Context: an optimization exercise on an open-source flow, tuned for small area, a short achievable clock period and few clock cycles per item. The choices shown serve that exercise and are no tape-out recipe. Where RTL was checked, it was by simulation tests only, not by an equivalence proof against the original.

Design softmax_normalizer, start of the top module:
module softmax_normalizer (
    input  logic        aclk,
    input  logic        aresetn,
    input  logic        s_tvalid,
    output logic        s_tready,
    input  logic [15:0] s_tdata,    
    input  logic        s_tlast,    
    output logic        m_tvalid,
    input  logic        m_tready,
    output logic [15:0] m_tdata,    
    output logic        m_tlast,    
    output logic        m_tuser     
);
clock: 11.0 ns
lec_check: 0
cap_margin: 20
core_margin: 2
core_utilization: 40
slew_margin: 20
standard.sh (not shown) runs the stock make flow with config.mk's settings and CLKGATE_MAP_FILE= SYNTH_SCRIPT=/design/flow/synth_recipe.tcl, a recipe that flattens the netlist after the stock synthesis.
==> flow/flow/run.sh <==
#!/bin/bash
# Layout flow: the standard flow (standard.sh), with the standard synthesis run
# unchanged. Two changes to how the layout is made: the port buffers that placement
# inserts on every input and output are buf_4 cells, and the timing repair of the later
# steps aims below the clock period (a setup margin of REPAIR_MARGIN ns).
# Each step's output goes to a log of its own.
set -euo pipefail
REPAIR_MARGIN=7.2
bash standard.sh synth > synth.log 2>&1
bash standard.sh SETUP_SLACK_MARGIN=$REPAIR_MARGIN "BUFFER_PORTS_ARGS=-buffer_cell sky130_fd_sc_hd__buf_4" finish > layout.log 2>&1
Testbench counts at the start, summed over its fixed seeds: cycles 12,162, items 10,857.
Next try:
--- a/flow/design.v
+++ b/flow/design.v
@@ -41,98 +41,92 @@
     input  logic        adv,        
     input  logic        in_v,
     input  logic [16:0] in_e,
     input  logic [22:0] in_s,
     input  logic        in_last,
     input  logic        in_ovf,
     output logic        out_v,
     output logic [15:0] out_q,
     output logic        out_last,
     output logic        out_ovf
 );
-    logic [23:0] p_c   [17];
+    logic [22:0] r_c   [17];
     logic [22:0] s_c   [17];
     logic [15:0] q_c   [17];
     logic        v_c   [17];
     logic        lst_c [17];
     logic        ovf_c [17];
-    assign p_c[0]   = 24'(in_e);
+    assign r_c[0]   = 23'(in_e);
     assign s_c[0]   = in_s;
     assign q_c[0]   = '0;
     assign v_c[0]   = in_v;
     assign lst_c[0] = in_last;
     assign ovf_c[0] = in_ovf;
     for (genvar i = 0; i < 16; i++) begin : g_step
-        logic [23:0] p_i;
-        logic [22:0] s_i;
+        logic [22:0] r_i, s_i;
         logic [15:0] q_i;
         logic        v_i, lst_i, ovf_i;
         if (i > 0 && REG_MASK[i]) begin : g_reg
-            logic [23:0] p_q;
-            logic [22:0] s_q;
+            logic [22:0] r_q, s_q;
             logic [i-1:0] q_q;
             logic        v_q, lst_q, ovf_q;
             always_ff @(posedge aclk) begin
                 if (!aresetn) begin
                     v_q <= 1'b0;
                 end else if (adv) begin
                     v_q <= v_c[i];
                 end
                 if (adv) begin
-                    p_q   <= p_c[i];
+                    r_q   <= r_c[i];
                     s_q   <= s_c[i];
                     q_q   <= q_c[i][i-1:0];
                     lst_q <= lst_c[i];
                     ovf_q <= ovf_c[i];
                 end
             end
-            assign p_i = p_q;   assign s_i = s_q;   assign q_i = 16'(q_q);
+            assign r_i = r_q;   assign s_i = s_q;   assign q_i = 16'(q_q);
             assign v_i = v_q;   assign lst_i = lst_q; assign ovf_i = ovf_q;
         end else begin : g_wire
-            assign p_i = p_c[i];   assign s_i = s_c[i];   assign q_i = q_c[i];
+            assign r_i = r_c[i];   assign s_i = s_c[i];   assign q_i = q_c[i];
             assign v_i = v_c[i];   assign lst_i = lst_c[i]; assign ovf_i = ovf_c[i];
         end
-        logic        sub_i;
-        logic [25:0] a_i, b_i, y_i;
-        assign sub_i = !p_i[23];
-        assign a_i   = {p_i, 1'b0, 1'b1};
-        assign b_i   = {{2'b00, s_i} ^ {25{sub_i}}, sub_i};
-        assign y_i   = a_i + b_i;
-        assign p_c[i+1]   = y_i[24:1];
+        logic [23:0] d_i;
+        assign d_i = {r_i, 1'b0} - {1'b0, s_i};
+        assign r_c[i+1]   = d_i[23] ? {r_i[21:0], 1'b0} : d_i[22:0];
         assign s_c[i+1]   = s_i;
-        assign q_c[i+1]   = {q_i[14:0], !y_i[24]};
+        assign q_c[i+1]   = {q_i[14:0], ~d_i[23]};
         assign v_c[i+1]   = v_i;
         assign lst_c[i+1] = lst_i;
         assign ovf_c[i+1] = ovf_i;
     end
     assign out_v    = v_c[16];
     assign out_q    = q_c[16];
     assign out_last = lst_c[16];
     assign out_ovf  = ovf_c[16];
 endmodule
 module softmax_normalizer (
     input  logic        aclk,
     input  logic        aresetn,
     input  logic        s_tvalid,
     output logic        s_tready,
     input  logic [15:0] s_tdata,    
     input  logic        s_tlast,    
     output logic        m_tvalid,
     input  logic        m_tready,
     output logic [15:0] m_tdata,    
     output logic        m_tlast,    
     output logic        m_tuser     
 );
-    localparam int D1 = 5;    
+    localparam int D1 = 4;    
     localparam int P1 = $clog2(D1);
-    localparam int D2 = 4;    
+    localparam int D2 = 3;    
     localparam int P2 = $clog2(D2 + 1);
     localparam logic [15:0] DIV_MASK = 16'hFFFE;   
     logic        rdy_q;
     logic [6:0]  cin_q;         
     logic [15:0] x_q;
     logic        st_q, dr_q, cl_q;
     logic [6:0]  occa_q;        
     logic [P1:0] q1res_q;       
     logic        acc;
     logic        st_in;
     logic        rd_a;          
What happened:
- The new run completed with no timing, DRC or antenna violations
- routed wire length goes up by 2.3%
- utilization hardly moves
- via count goes up by 0.89%
- setup slack got worse by 0.12 ns
- synthesized area goes down by about 1.3%
- cell count is about the same
No functional check of the RTL was part of the second run of this note.

[static timing again, ports no longer ideal]
The flow's constraints put no driver on any port. The routed layouts listed below were extracted and timed again, unchanged, in two steps. Step 1 (the two cells are an assumption about what drives the block):
set clk [get_ports {aclk}]
set_driving_cell -lib_cell sky130_fd_sc_hd__clkbuf_16 $clk
set_driving_cell -lib_cell sky130_fd_sc_hd__buf_2 [delete_from_list [all_inputs] $clk]
Step 2 also shifts input and output timing later by t, the mid clock arrival at the registers, as if the neighbouring blocks saw the same clock. a / b / c = no drivers / after step 1 / after step 2; a / b = the first two.
run	t (ns)	slack for setup (ns)	latest minus earliest clock arrival (ns)	worst slew at a driven data input, ns
the first run	0.986	7.338 / 7.245 / 6.944	0.085 / 0.085	0.04
the second run	0.989	7.220 / 7.220 / 6.980	0.096 / 0.095	0.09
After both steps every run listed still meets setup and hold. For the first run, which loses most, drivers alone change the setup slack by -0.093 ns; drivers and shift together by -0.394 ns.
